Context: an optimization exercise on an open-source flow, tuned for small area, a short achievable clock period and few clock cycles per item. The choices shown serve that exercise and are no tape-out recipe.
At most, simulation tests tie the RTL to the original design; equivalence was not proved.
No activity file was given, so power comes from the tool's default toggle rates.

== v38 ==
Design ethernet_ipv4_header_classifier, start of the top module:
module ethernet_ipv4_header_classifier (
  input  logic         clk,
  input  logic         rst_n,
  input  logic         in_tvalid,
  output logic         in_tready,
  input  logic [7:0]   in_tdata,
  input  logic         in_tlast,
  output logic         out_tvalid,
  input  logic         out_tready,
  output logic [127:0] out_tdata
);
Size in the first run: about 950 cells after synthesis, ~140 I/O pins, roughly 7300 sq um of cells after synthesis.
clock: 5.5 ns
lec_check: 0
abc_area: 1
cap_margin: 20
core_margin: 2
core_utilization: 55
setup_slack_margin: 3.5
slew_margin: 20
standard.sh (not shown) runs the stock make flow with config.mk's settings and CLKGATE_MAP_FILE= SYNTH_SCRIPT=/design/flow/synth_recipe.tcl, a recipe that flattens the netlist after the stock synthesis.
==> flow/flow/run.sh <==
#!/bin/bash
# Standard synthesis, then the standard layout with plain buffers on the ports and
# without the delay cells as buffers.
set -uo pipefail
bash standard.sh synth > synth.log 2>&1 || exit 1
export BUFFER_PORTS_ARGS="-buffer_cell sky130_fd_sc_hd__buf_2"
export DONT_USE_CELLS="sky130_fd_sc_hd__clkdlybuf4s15_1 sky130_fd_sc_hd__clkdlybuf4s15_2 sky130_fd_sc_hd__clkdlybuf4s18_1 sky130_fd_sc_hd__clkdlybuf4s18_2 sky130_fd_sc_hd__clkdlybuf4s25_1 sky130_fd_sc_hd__clkdlybuf4s25_2 sky130_fd_sc_hd__clkdlybuf4s50_1 sky130_fd_sc_hd__clkdlybuf4s50_2 sky130_fd_sc_hd__dlygate4sd1_1 sky130_fd_sc_hd__dlygate4sd2_1 sky130_fd_sc_hd__dlygate4sd3_1 sky130_fd_sc_hd__dlymetal6s2s_1 sky130_fd_sc_hd__dlymetal6s4s_1 sky130_fd_sc_hd__dlymetal6s6s_1"
bash standard.sh > layout.log 2>&1
v38: no failed stages, no open violations at the end
Modified inputs, v50 compared to v38
# v38
export LEC_CHECK = 0
export ABC_AREA = 1
export CAP_MARGIN = 20
export CORE_MARGIN = 2
export CORE_UTILIZATION = 55
export SETUP_SLACK_MARGIN = 3.5
export SLEW_MARGIN = 20
create_clock -name core_clock -period 5.5 [get_ports {clk}]
# v50
export LEC_CHECK = 0
export ABC_AREA = 1
export CAP_MARGIN = 20
export CORE_MARGIN = 2
export CORE_UTILIZATION = 55
export SETUP_SLACK_MARGIN = 3.4
export SLEW_MARGIN = 20
create_clock -name core_clock -period 5.5 [get_ports {clk}]
--- a/flow/flow/run.sh
+++ b/flow/flow/run.sh
@@ -7,0 +8 @@
+export RECOVER_POWER=100
==> notes.md <==
Summary of v38 and v50: one run falls short of a clean finish, namely v50.
The final report for v50 shows a completed flow and a layout that fails verification, specifically max-capacitance violations, max-slew violations.
Share of power burned in the clock network, v38 and v50, higher one = v38.
v38 has higher growth of design area from synthesis to finish than v50.
Summary of v50 over v38: count of multi-input gates neither gained nor lost much; worst setup slack after layout shrank by 1.34 ns.
dport_r[7] as the destination of the critical timing path was reported by v50, and out_tdata[3] by v38.
The following lists how v27 was set up differently from v50:
# v50
export LEC_CHECK = 0
export ABC_AREA = 1
export CAP_MARGIN = 20
export CORE_MARGIN = 2
export CORE_UTILIZATION = 55
export SETUP_SLACK_MARGIN = 3.4
export SLEW_MARGIN = 20
create_clock -name core_clock -period 5.5 [get_ports {clk}]
# v27
export LEC_CHECK = 0
export ABC_AREA = 1
export CAP_MARGIN = 20
export CORE_MARGIN = 2
export CORE_UTILIZATION = 40
export SETUP_SLACK_MARGIN = 3.4
export SLEW_MARGIN = 20
create_clock -name core_clock -period 5.5 [get_ports {clk}]
--- a/flow/flow/run.sh
+++ b/flow/flow/run.sh
@@ -8 +7,0 @@
-export RECOVER_POWER=100
Results
The sole clean run among v50 and v27 is v27.
Delta(largest fanout of any net on the critical path, v27 - v50) < 0
v27 ended up with sky130_fd_sc_hd__bufbuf_16 as its critical-path cell with the highest stage delay; v50 ended up with sky130_fd_sc_hd__clkbuf_1.
Per the comparison of v27 with v50, utilization now sits lower; post-layout instance area increased by about 6.6% relative to the old numbers.
As of v27, count of plain and timing-repair buffers had risen by a few percent compared to v50.
Higher sequential portion of the cell area was reported by v50, not v27.
No functional check of the RTL was part of any run of this note.

run 1:
ethernet_ipv4_header_classifier, a different RTL version from the one above (not shown whole).
Size in the first run: ~180 flip-flops, ~140 I/O pins, roughly 7700 µm² of cells after synthesis.
export LEC_CHECK = 0
export CAP_MARGIN = 20
export CORE_MARGIN = 2
export CORE_UTILIZATION = 40
export SETUP_SLACK_MARGIN = 3.6
export SLEW_MARGIN = 20
create_clock -name core_clock -period 5.5 [get_ports {clk}]
==> flow/flow/run.sh <==
#!/bin/bash
# Standard synthesis, then the standard layout with plain buffers on the ports and
# without the delay cells as buffers.
set -uo pipefail
bash standard.sh synth > synth.log 2>&1 || exit 1
export BUFFER_PORTS_ARGS="-buffer_cell sky130_fd_sc_hd__buf_2"
export DONT_USE_CELLS="sky130_fd_sc_hd__clkdlybuf4s15_1 sky130_fd_sc_hd__clkdlybuf4s15_2 sky130_fd_sc_hd__clkdlybuf4s18_1 sky130_fd_sc_hd__clkdlybuf4s18_2 sky130_fd_sc_hd__clkdlybuf4s25_1 sky130_fd_sc_hd__clkdlybuf4s25_2 sky130_fd_sc_hd__clkdlybuf4s50_1 sky130_fd_sc_hd__clkdlybuf4s50_2 sky130_fd_sc_hd__dlygate4sd1_1 sky130_fd_sc_hd__dlygate4sd2_1 sky130_fd_sc_hd__dlygate4sd3_1 sky130_fd_sc_hd__dlymetal6s2s_1 sky130_fd_sc_hd__dlymetal6s4s_1 sky130_fd_sc_hd__dlymetal6s6s_1"
bash standard.sh > layout.log 2>&1
Run 1 | status: complete | timing, DRC, antenna: pass
What run 2 does differently from run 1 at the input level:
# run 1
export LEC_CHECK = 0
export CAP_MARGIN = 20
export CORE_MARGIN = 2
export CORE_UTILIZATION = 40
export SETUP_SLACK_MARGIN = 3.6
export SLEW_MARGIN = 20
create_clock -name core_clock -period 5.5 [get_ports {clk}]
# run 2
export LEC_CHECK = 0
export CAP_MARGIN = 20
export CORE_MARGIN = 2
export CORE_UTILIZATION = 40
export SETUP_SLACK_MARGIN = 3.3
export SLEW_MARGIN = 20
create_clock -name core_clock -period 5.5 [get_ports {clk}]
--- outcome ---
Sort run 2 and run 1 by cell count, ascending, and run 2 comes first.
A worst setup path startpoint of q_r[1]$_SDFFE_PN0P_ is what run 2 shows, while in_tvalid belongs to run 1.
Of the two candidates, run 1 has the worse via count and run 2 the better one.
Run 2 -> run 1: die area delta 0, exact match
In run 2 relative to run 1, post-route cell area had gone down by more than 10%.
Taking run 2 as 1.0, run 1 lands at 7.5 on post-CTS resize count.
diff inputs: run 2 => run 3
# run 2
export LEC_CHECK = 0
export CAP_MARGIN = 20
export CORE_MARGIN = 2
export CORE_UTILIZATION = 40
export SETUP_SLACK_MARGIN = 3.3
export SLEW_MARGIN = 20
create_clock -name core_clock -period 5.5 [get_ports {clk}]
# run 3
export LEC_CHECK = 0
export CAP_MARGIN = 20
export CORE_MARGIN = 2
export CORE_UTILIZATION = 40
export SETUP_SLACK_MARGIN = 3.45
export SLEW_MARGIN = 20
create_clock -name core_clock -period 5.5 [get_ports {clk}]
--- outcome ---
Run 3 ended with every stage complete and zero timing, DRC or antenna violations. Run 3 reports a higher required arrival time at the worst endpoint than run 2 does. In the reports for run 2 and run 3, the smaller cell internal power dissipation belongs to run 2. Layout buffer count excluding clock buffers: run 3 > run 2. Run 3: worst setup slack 56 ps above run 2. Number of global-route vias before repair went up by a few percent going from run 2 to run 3. The setup clock skew after layout on run 2 is in line with that on run 3. Run 3: global-route wire length before repair 1.5 mm above run 2. Run 3 vs run 2 — power climbed by a few percent. Comparing run 2 and run 3, the higher post-route clock period utilization was measured on run 2. Against run 2, maximum resistive drop on vdd in run 3 fell by more than 10%.
Function was not checked in any run of this note: the RTL went through the layout flow alone.

ethernet_ipv4_header_classifier, a different RTL version from the one above (not shown whole).
Size: roughly 630 cells after synthesis, roughly 140 I/O pins, roughly 6800 µm² of cells after synthesis.
## ethernet_ipv4_header_classifier
module ethernet_ipv4_header_classifier (
  input  logic         clk,
  input  logic         rst_n,
  input  logic         in_tvalid,
  output logic         in_tready,
  input  logic [7:0]   in_tdata,
  input  logic         in_tlast,
  output logic         out_tvalid,
  input  logic         out_tready,
  output logic [127:0] out_tdata
);
==> flow/config.mk <==
export PLATFORM = sky130hd
export DESIGN_NAME = ethernet_ipv4_header_classifier
export DESIGN_NICKNAME = ethernet_ipv4_header_classifier
export VERILOG_FILES = /design/flow/design.v
export SDC_FILE = /design/flow/constraint.sdc
export NUM_CORES = 4
export LEC_CHECK = 0
export ABC_AREA = 1
export CAP_MARGIN = 20
export CORE_MARGIN = 2
export CORE_UTILIZATION = 55
export CTS_BUF_LIST = sky130_fd_sc_hd__clkbuf_4 sky130_fd_sc_hd__clkbuf_8
export SETUP_SLACK_MARGIN = 3.4
export SLEW_MARGIN = 20
export TNS_END_PERCENT = 20
==> flow/constraint.sdc <==
create_clock -name core_clock -period 5.5 [get_ports {clk}]
set_input_delay 1.1000 -clock core_clock [delete_from_list [all_inputs] [get_ports {clk}]]
set_output_delay 1.1000 -clock core_clock [all_outputs]
set_load 0.01 [all_outputs]
==> flow/flow/run.sh <==
#!/bin/bash
# Standard synthesis, then the standard layout with plain buffers on the ports and
# without the delay cells as buffers.
set -uo pipefail
bash standard.sh synth > synth.log 2>&1 || exit 1
export BUFFER_PORTS_ARGS="-buffer_cell sky130_fd_sc_hd__buf_1"
export DONT_USE_CELLS="sky130_fd_sc_hd__clkdlybuf4s15_1 sky130_fd_sc_hd__clkdlybuf4s15_2 sky130_fd_sc_hd__clkdlybuf4s18_1 sky130_fd_sc_hd__clkdlybuf4s18_2 sky130_fd_sc_hd__clkdlybuf4s25_1 sky130_fd_sc_hd__clkdlybuf4s25_2 sky130_fd_sc_hd__clkdlybuf4s50_1 sky130_fd_sc_hd__clkdlybuf4s50_2 sky130_fd_sc_hd__dlygate4sd1_1 sky130_fd_sc_hd__dlygate4sd2_1 sky130_fd_sc_hd__dlygate4sd3_1 sky130_fd_sc_hd__dlymetal6s2s_1 sky130_fd_sc_hd__dlymetal6s4s_1 sky130_fd_sc_hd__dlymetal6s6s_1"
bash standard.sh > layout.log 2>&1
The baseline finished with timing, DRC and antenna clean.
Testbench counts at the start, summed over its fixed seeds: cycles 308,813, bytes 308,670.
Change:
--- a/flow/flow/run.sh
+++ b/flow/flow/run.sh
@@ -6,3 +6,4 @@
 export BUFFER_PORTS_ARGS="-buffer_cell sky130_fd_sc_hd__buf_1"
 export DONT_USE_CELLS="sky130_fd_sc_hd__clkdlybuf4s15_1 sky130_fd_sc_hd__clkdlybuf4s15_2 sky130_fd_sc_hd__clkdlybuf4s18_1 sky130_fd_sc_hd__clkdlybuf4s18_2 sky130_fd_sc_hd__clkdlybuf4s25_1 sky130_fd_sc_hd__clkdlybuf4s25_2 sky130_fd_sc_hd__clkdlybuf4s50_1 sky130_fd_sc_hd__clkdlybuf4s50_2 sky130_fd_sc_hd__dlygate4sd1_1 sky130_fd_sc_hd__dlygate4sd2_1 sky130_fd_sc_hd__dlygate4sd3_1 sky130_fd_sc_hd__dlymetal6s2s_1 sky130_fd_sc_hd__dlymetal6s4s_1 sky130_fd_sc_hd__dlymetal6s6s_1"
+export CTS_ARGS="-sink_clustering_enable -repair_clock_nets -dont_use_dummy_load -buf_list {sky130_fd_sc_hd__clkbuf_4 sky130_fd_sc_hd__clkbuf_8}"
 bash standard.sh > layout.log 2>&1
CORE_UTILIZATION = 50   (was 55)
=>
- cell area barely changes
- critical path depth goes up by 7
- worst setup slack is better by 0.038 ns
- core utilization goes down by 6.5 points
- final cell count goes up by 2.2%
Change:
==> flow/flow/run.sh (replaced) <==
#!/bin/bash
# Standard synthesis, then the standard layout with plain buffers on the ports and
# without the delay cells as buffers.
set -uo pipefail
bash standard.sh synth > synth.log 2>&1 || exit 1
export BUFFER_PORTS_ARGS="-buffer_cell sky130_fd_sc_hd__buf_1"
export DONT_USE_CELLS="sky130_fd_sc_hd__clkdlybuf4s15_1 sky130_fd_sc_hd__clkdlybuf4s15_2 sky130_fd_sc_hd__clkdlybuf4s18_1 sky130_fd_sc_hd__clkdlybuf4s18_2 sky130_fd_sc_hd__clkdlybuf4s25_1 sky130_fd_sc_hd__clkdlybuf4s25_2 sky130_fd_sc_hd__clkdlybuf4s50_1 sky130_fd_sc_hd__clkdlybuf4s50_2 sky130_fd_sc_hd__dlygate4sd1_1 sky130_fd_sc_hd__dlygate4sd2_1 sky130_fd_sc_hd__dlygate4sd3_1 sky130_fd_sc_hd__dlymetal6s2s_1 sky130_fd_sc_hd__dlymetal6s4s_1 sky130_fd_sc_hd__dlymetal6s6s_1"
bash standard.sh > layout.log 2>&1
CORE_UTILIZATION = 55   (was 50)
CTS_BUF_LIST = not set   (was sky130_fd_sc_hd__clkbuf_4 sky130_fd_sc_hd__clkbuf_8)
TNS_END_PERCENT = not set   (was 20)
After rerunning: The changed run ran to the end with no violations. Sequential share of layout area falls by 2.1 points. Cell count falls by 2.3%. Cell area rises by 4.2%.
Change:
CTS_BUF_LIST = sky130_fd_sc_hd__clkbuf_4 sky130_fd_sc_hd__clkbuf_8   (was not set)
SETUP_SLACK_MARGIN = 3.45   (was 3.4)
TNS_END_PERCENT = 20   (was not set)
Hold slack improves by 0.0049 ns.
Synthesized cell count does not change.
Power goes down by 13%.

what the ideal ports hide:
The flow's constraints put no driver on any port. The routed layouts listed below were extracted and timed again, unchanged, in two steps.
Step 1, drivers: a clkbuf_16 drives clk and a buf_2 each remaining input, both assumed.
Step 2 times the ports against the registers' clock, not the clock port: input delays grow and output delays shrink by t, the midpoint of the rising clock arrivals with the driver on.
a / b / c = no drivers / after step 1 / after step 2; a / b = the first two.
run | t (ns) | setup WS [ns] | clock arrival spread, ns | worst slew at a driven data input, ns
v38 | 0.476 | 3.460 / 3.414 / 2.995 | 0.015 / 0.015 | 0.05
v50 | 0.470 | 2.122 / 2.144 / 1.674 | 0.012 / 0.012 | 0.03
v27 | 0.474 | 3.404 / 3.393 / 2.954 | 0.015 / 0.015 | 0.05
run 1 | 0.475 | 3.351 / 3.322 / 2.847 | 0.012 / 0.012 | 0.07
run 2 | 0.478 | 3.315 / 3.315 / 2.843 | 0.015 / 0.015 | 0.07
run 3 | 0.473 | 3.371 / 3.340 / 2.868 | 0.015 / 0.015 | 0.10
the first run of note 3 | 0.486 | 3.351 / 3.315 / 2.893 | 0.013 / 0.014 | 0.03
the second run of note 3 | 0.468 | 3.390 / 3.367 / 2.936 | 0.030 / 0.030 | 0.05
the third run of note 3 | 0.457 | 3.386 / 3.369 / 2.939 | 0.011 / 0.011 | 0.04
the fourth run of note 3 | 0.487 | 3.377 / 3.339 / 2.945 | 0.012 / 0.012 | 0.03
For run 1, which loses most, drivers alone change the setup slack by -0.029 ns; drivers and shift together by -0.504 ns.
